Source: an optimization exercise on an open RTL-to-GDS flow (aim: small area). Production flows keep margins and buffers that such runs may drop.
The RTL was checked by simulation tests, not by an equivalence proof against the original design.
Power figures rest on the tool's default switching activity, not on a simulated workload.

==> inputs of 09-27 <==
==> flow/design.v <==
module sha_mmio_controller #(
   parameter logic [11:0] BASE_ADDR = 12'h030,
   parameter int unsigned DATA_W    = 16,
   parameter int unsigned BLOCK_W   = 512,
   parameter int unsigned HASH_W    = 256
) (
   input  logic                 clk,
   input  logic                 reset_n,
   input  logic [15:0]          address,
   input  logic                 rw,
   input  logic                 strobe,
   input  logic [DATA_W-1:0]    datain,
   output logic [DATA_W-1:0]    dataout,
   input  logic [HASH_W-1:0]    hash,
   input  logic                 done,
   output logic [BLOCK_W-1:0]   block,
   output logic                 start,
   output logic                 core_reset,
   output logic                 irq
);
   localparam int unsigned MAX_WORDS = (BLOCK_W - 64 - DATA_W) / DATA_W;
   localparam int unsigned CNT_W     = $clog2(MAX_WORDS + 1);
   localparam int unsigned HWORDS    = HASH_W / DATA_W;
   localparam int unsigned HIDX_W    = $clog2(HWORDS);
   localparam logic [3:0] OFF_CTRL = 4'd0;
   localparam logic [3:0] OFF_MSG  = 4'd1;
   localparam logic [3:0] OFF_HASH = 4'd2;
   localparam logic [3:0] OFF_PTR  = 4'd3;
   logic                st_idle, st_load, st_fire, st_wait, st_capt;
   logic                nx_idle, nx_load, nx_fire, nx_wait, nx_capt;
   logic [CNT_W-1:0]    count, count_d;
   logic [HIDX_W-1:0]   hidx, hidx_d;
   logic                ovf, ovf_d;
   logic                busy;
   logic                done_flag, done_flag_d;
   logic                done_q;
   logic                dvalid;
   logic [HASH_W-1:0]   digest;
   logic [DATA_W-1:0]   dataout_d;
   logic                hit, rd, wr;
   logic [3:0]          offset;
   logic                rd_hash, soft_rst, go, rise, msg_wr, ptr_wr, hold_blk;
   logic [DATA_W-1:0]   status, hash_word;
   logic [MAX_WORDS:0]  at;           
   logic                buf_keep;
   logic [DATA_W-1:0]   msg_buf [MAX_WORDS];
   assign hit    = strobe && (address[15:4] == BASE_ADDR);
   assign rd     = hit && rw;
   assign wr     = hit && !rw;
   assign offset = address[3:0];
   assign busy     = st_fire | st_wait | st_capt;
   assign irq      = done_flag;
   assign soft_rst = wr && offset == OFF_CTRL && datain == DATA_W'(1);
   assign go       = st_idle && wr && offset == OFF_CTRL && datain == DATA_W'(2) && !ovf;
   assign rise     = st_wait && done && !done_q;
   assign msg_wr   = st_idle && wr && offset == OFF_MSG;
   assign ptr_wr   = st_idle && wr && offset == OFF_PTR;
   assign hold_blk = st_idle | st_fire | st_wait | st_capt;
   always_comb begin
      for (int i = 0; i <= int'(MAX_WORDS); i++) at[i] = (count == CNT_W'(i));
   end
   assign status    = DATA_W'({5'(count), 5'b0, ovf, busy, done_flag});
   assign rd_hash = rd && offset == OFF_HASH && !busy;
   always_comb begin
      hash_word = '0;
      for (int k = 0; k < int'(HWORDS); k++)
         hash_word = hash_word |
            (digest[HASH_W-1-DATA_W*k -: DATA_W] & {DATA_W{rd_hash && dvalid && hidx == HIDX_W'(k)}});
   end
   assign buf_keep = !at[0];
   always_ff @(posedge clk) begin
      for (int i = 0; i < int'(MAX_WORDS); i++)
         msg_buf[i] <= (msg_buf[i] & {DATA_W{buf_keep}}) |
                       (datain & {DATA_W{msg_wr && at[i]}});
   end
   always_ff @(posedge clk or negedge reset_n) begin
      if (!reset_n) begin
         block <= '0;
      end else begin
         for (int i = 0; i < int'(MAX_WORDS); i++)
            block[BLOCK_W-1-DATA_W*i -: DATA_W] <=
               (block[BLOCK_W-1-DATA_W*i -: DATA_W] & {DATA_W{hold_blk}}) |
               ((msg_buf[i] | {at[i], {(DATA_W-1){1'b0}}}) & {DATA_W{st_load}});
         block[BLOCK_W-1-DATA_W*MAX_WORDS] <=
            (block[BLOCK_W-1-DATA_W*MAX_WORDS] & hold_blk) | (at[MAX_WORDS] & st_load);
         block[8:4] <= (block[8:4] & {5{hold_blk}}) | (count & {5{st_load}});
      end
   end
   always_ff @(posedge clk) begin
      digest <= (digest & {HASH_W{st_idle | st_load | st_fire | st_wait}}) | (hash & {HASH_W{st_capt}});
   end
   always_ff @(posedge clk or negedge reset_n) begin
      if (!reset_n) begin
         st_idle    <= 1'b1;
         st_load    <= 1'b0;
         st_fire    <= 1'b0;
         st_wait    <= 1'b0;
         st_capt    <= 1'b0;
         count      <= '0;
         hidx       <= '0;
         ovf        <= 1'b0;
         done_flag  <= 1'b0;
         done_q     <= 1'b0;
         dvalid     <= 1'b0;
         dataout    <= '0;
         start      <= 1'b0;
         core_reset <= 1'b0;
      end else begin
         st_idle    <= nx_idle;
         st_load    <= nx_load;
         st_fire    <= nx_fire;
         st_wait    <= nx_wait;
         st_capt    <= nx_capt;
         count      <= count_d;
         hidx       <= hidx_d;
         ovf        <= ovf_d;
         done_flag  <= done_flag_d;
         done_q     <= done;
         dvalid     <= dvalid | st_capt;
         dataout    <= dataout_d;
         start      <= st_fire && !soft_rst;
         core_reset <= soft_rst;
      end
   end
   always_comb begin
      nx_idle = soft_rst || (st_idle && !go) || st_capt;
      nx_load = !soft_rst && go;
      nx_fire = !soft_rst && st_load;
      nx_wait = !soft_rst && (st_fire || (st_wait && !rise));
      nx_capt = !soft_rst && rise;
      dataout_d = (dataout & {DATA_W{!rd}}) |
                  (status & {DATA_W{rd && offset == OFF_CTRL}}) | hash_word;
      hidx_d    = rd_hash ? hidx + HIDX_W'(1) : hidx;
      if (soft_rst || st_capt || ptr_wr) hidx_d = '0;
      count_d = count;
      ovf_d   = ovf;
      if (msg_wr) begin
         if (at[MAX_WORDS]) ovf_d = 1'b1;
         else               count_d = count + CNT_W'(1);
      end
      if (soft_rst || ptr_wr) begin
         count_d = '0;
         ovf_d   = 1'b0;
      end
      done_flag_d = done_flag;
      if (msg_wr) done_flag_d = 1'b0;
      if (st_capt) done_flag_d = 1'b1;
      if (soft_rst) done_flag_d = 1'b0;
   end
endmodule
==> flow/flow/run.sh <==
#!/bin/bash
# Standard ORFS layout (the standard.sh) with two area-oriented changes:
#  - ports are buffered with the smallest buffer (buf_1) instead of the default pick;
#  - CTS uses small clock buffers (clkbuf_4) in clusters of up to 10 sinks, no dummy loads.
# make's full output goes to standard.log; ORFS keeps each step's log under orfs/logs/.
set -euo pipefail
export BUFFER_PORTS_ARGS="-buffer_cell sky130_fd_sc_hd__buf_1"
export CTS_ARGS="-sink_clustering_enable -repair_clock_nets -dont_use_dummy_load -buf_list {sky130_fd_sc_hd__clkbuf_4} -sink_clustering_size 10 -sink_clustering_max_diameter 50"
bash standard.sh > standard.log 2>&1
==> flow/standard.sh <==
#!/bin/bash
# synth_recipe.tcl (not shown) runs the flow's synth.tcl, then flattens the netlist and writes it again
# the make line also repeats each setting of config.mk as NAME=value (left out here)
make -C /OpenROAD-flow-scripts/flow DESIGN_CONFIG=/design/flow/config.mk WORK_HOME=/design/flow/orfs CLKGATE_MAP_FILE= SYNTH_SCRIPT=/design/flow/synth_recipe.tcl "${@:-finish}"
==> flow/config.mk <==
export PLATFORM = sky130hd
export DESIGN_NAME = sha_mmio_controller
export DESIGN_NICKNAME = sha_mmio_controller
export VERILOG_FILES = /design/flow/design.v
export SDC_FILE = /design/flow/constraint.sdc
export NUM_CORES = 4
export LEC_CHECK = 0
export CAP_MARGIN = 20
export CORE_MARGIN = 2
export CORE_UTILIZATION = 40
export SLEW_MARGIN = 20
==> flow/constraint.sdc <==
create_clock -name core_clock -period 10.0 [get_ports {clk}]
set_input_delay 2.0000 -clock core_clock [delete_from_list [all_inputs] [get_ports {clk}]]
set_output_delay 2.0000 -clock core_clock [all_outputs]
set_load 0.01 [all_outputs]
==> inputs of 05-19, as changes to 09-27 <==
--- a/flow/design.v
+++ b/flow/design.v
@@ -42,3 +42,5 @@
    logic                rd_hash, soft_rst, go, rise, msg_wr, ptr_wr, hold_blk;
-   logic [DATA_W-1:0]   status, hash_word;
+   logic [DATA_W-1:0]   status;
+   logic [HWORDS-1:0]   hsel;
+   logic                rd_stat;
    logic [MAX_WORDS:0]  at;           
@@ -64,6 +66,37 @@
    always_comb begin
-      hash_word = '0;
-      for (int k = 0; k < int'(HWORDS); k++)
-         hash_word = hash_word |
-            (digest[HASH_W-1-DATA_W*k -: DATA_W] & {DATA_W{rd_hash && dvalid && hidx == HIDX_W'(k)}});
+      for (int k = 0; k < int'(HWORDS); k++) hsel[k] = rd_hash && dvalid && hidx == HIDX_W'(k);
+   end
+   assign rd_stat = rd && offset == OFF_CTRL;
+   for (genvar b = 0; b < int'(DATA_W); b++) begin : g_rd
+      localparam bit HAS_ST = (b <= 2) || (b >= 8 && b <= 12);
+      localparam int NP = int'(HWORDS) + 1 + (HAS_ST ? 1 : 0);
+      localparam int NG = (NP + 2) / 3;
+      logic [3*NG-1:0] pa, pb;
+      logic [NG-1:0]   y;
+      always_comb begin
+         pa = '0;
+         pb = '0;
+         for (int k = 0; k < int'(HWORDS); k++) begin
+            pa[k] = hsel[k];
+            pb[k] = digest[HASH_W-1-DATA_W*k-(DATA_W-1-b)];
+         end
+         pa[HWORDS] = !rd;
+         pb[HWORDS] = dataout[b];
+         if (HAS_ST) begin
+            pa[HWORDS+1] = rd_stat;
+            pb[HWORDS+1] = status[b];
+         end
+      end
+      for (genvar g = 0; g < NG; g++) begin : g_grp
+         if (3*g + 2 < NP) begin : g3
+            sha_aoi222 u_aoi (.a1(pa[3*g]), .b1(pb[3*g]), .a2(pa[3*g+1]), .b2(pb[3*g+1]),
+                              .a3(pa[3*g+2]), .b3(pb[3*g+2]), .y(y[g]));
+         end else begin : g2
+            logic x;
+            sha_ao22 u_ao (.a1(pa[3*g]), .b1(pb[3*g]), .a2(pa[3*g+1]), .b2(pb[3*g+1]),
+                           .x(x));
+            assign y[g] = !x;
+         end
+      end
+      assign dataout_d[b] = !(&y);
    end
@@ -130,4 +163,2 @@
       nx_capt = !soft_rst && rise;
-      dataout_d = (dataout & {DATA_W{!rd}}) |
-                  (status & {DATA_W{rd && offset == OFF_CTRL}}) | hash_word;
       hidx_d    = rd_hash ? hidx + HIDX_W'(1) : hidx;
@@ -150 +181,13 @@
 endmodule
+module sha_aoi222 (
+   input  logic a1, b1, a2, b2, a3, b3,
+   output logic y
+);
+   assign y = !((a1 & b1) | (a2 & b2) | (a3 & b3));
+endmodule
+module sha_ao22 (
+   input  logic a1, b1, a2, b2,
+   output logic x
+);
+   assign x = (a1 & b1) | (a2 & b2);
+endmodule
SLEW_MARGIN = 30   (was 20)
SYNTH_HIERARCHICAL = 1   (was unset)
SYNTH_MINIMUM_KEEP_SIZE = 0   (was unset)
==> inputs of 11-06, as changes to 09-27 <==
--- a/flow/design.v
+++ b/flow/design.v
@@ -41,3 +41,3 @@
    logic [3:0]          offset;
-   logic                rd_hash, soft_rst, go, rise, msg_wr, ptr_wr, hold_blk;
+   logic                soft_rst, go, rise, msg_wr, ptr_wr, hold_blk;
    logic [DATA_W-1:0]   status, hash_word;
@@ -62,9 +62,3 @@
    assign status    = DATA_W'({5'(count), 5'b0, ovf, busy, done_flag});
-   assign rd_hash = rd && offset == OFF_HASH && !busy;
-   always_comb begin
-      hash_word = '0;
-      for (int k = 0; k < int'(HWORDS); k++)
-         hash_word = hash_word |
-            (digest[HASH_W-1-DATA_W*k -: DATA_W] & {DATA_W{rd_hash && dvalid && hidx == HIDX_W'(k)}});
-   end
+   assign hash_word = dvalid ? digest[HASH_W-1-DATA_W*int'(hidx) -: DATA_W] : '0;
    assign buf_keep = !at[0];
@@ -130,5 +124,18 @@
       nx_capt = !soft_rst && rise;
-      dataout_d = (dataout & {DATA_W{!rd}}) |
-                  (status & {DATA_W{rd && offset == OFF_CTRL}}) | hash_word;
-      hidx_d    = rd_hash ? hidx + HIDX_W'(1) : hidx;
+      dataout_d = dataout;
+      hidx_d    = hidx;
+      if (rd) begin
+         case (offset)
+            OFF_CTRL: dataout_d = status;
+            OFF_HASH: begin
+               if (busy) begin
+                  dataout_d = '0;
+               end else begin
+                  dataout_d = hash_word;
+                  hidx_d    = hidx + HIDX_W'(1);
+               end
+            end
+            default:  dataout_d = '0;
+         endcase
+      end
       if (soft_rst || st_capt || ptr_wr) hidx_d = '0;
==> flow/run.sh (new file) <==
#!/bin/bash
# synth_recipe.tcl (not shown) runs the flow's synth.tcl, then flattens the netlist and writes it again
# the make line also repeats each setting of config.mk as NAME=value (left out here)
make -C /OpenROAD-flow-scripts/flow DESIGN_CONFIG=/design/flow/config.mk WORK_HOME=/design/flow/orfs CLKGATE_MAP_FILE= SYNTH_SCRIPT=/design/flow/synth_recipe.tcl finish
removed: flow/flow/run.sh
removed: flow/standard.sh
==> notes <==
Design area: 11-06 > 09-27 > 05-19. Of 05-19 and 11-06, 11-06 has the higher clock-buffer cell count (gap 27). The lowest combinational power belongs to 09-27, the highest to 11-06. Between 09-27 and 11-06, the lower setup slack is in 11-06 (gap 200 ps). Synthesized area, highest first: 11-06, 09-27, 05-19. In 09-27 the global-route usage is higher than in 05-19, by 0.32 points. 05-19 passed the timing, design-rule and antenna checks. 11-06 completed with no timing, DRC or antenna violations. 09-27 completed and failed the layout checks on slew limit. The lowest final cell count belongs to 11-06, the highest to 09-27. First-iteration DRC count: 05-19 > 09-27 > 11-06. In 11-06 the non-clock buffer count is lower than in 09-27, by 2. In sequential cell count, 09-27 and 11-06 do not differ. Synthesized cell count: 09-27 > 05-19 > 11-06.

[what the ideal ports hide]
Ports are ideal in the flow. The routed layouts listed here were re-timed in OpenROAD.
Step 1 assumes that a clkbuf_16 drives the clock port and a buf_2 every other input.
Step 2 moves the port delays by t, midway between the first and last clock arrival at a register: inputs arrive t later, outputs are due t later. That takes back most of the time a late clock gives input paths.
Three values: ideal, step 1, step 2; two values: the first two.
| run | shift t [ns] | slack for setup (ns) | worst setup path after step 2 | slew at the worst register clock pin (ns) | pins driven straight from the clock port |
|---|---|---|---|---|---|
| 09-27 | 1.102 | 5.643 / 5.643 / 4.767 | input to register | 0.12 / 0.12 | 1 |
| 05-19 | 1.100 | 5.337 / 5.370 / 4.269 | input to register | 0.12 / 0.12 | 1 |
| 11-06 | 0.780 | 5.444 / 5.444 / 4.855 | input to register | 0.07 / 0.07 | 1 |
For 05-19, which loses most, drivers alone change the setup slack by +0.033 ns; drivers and shift together by -1.068 ns.
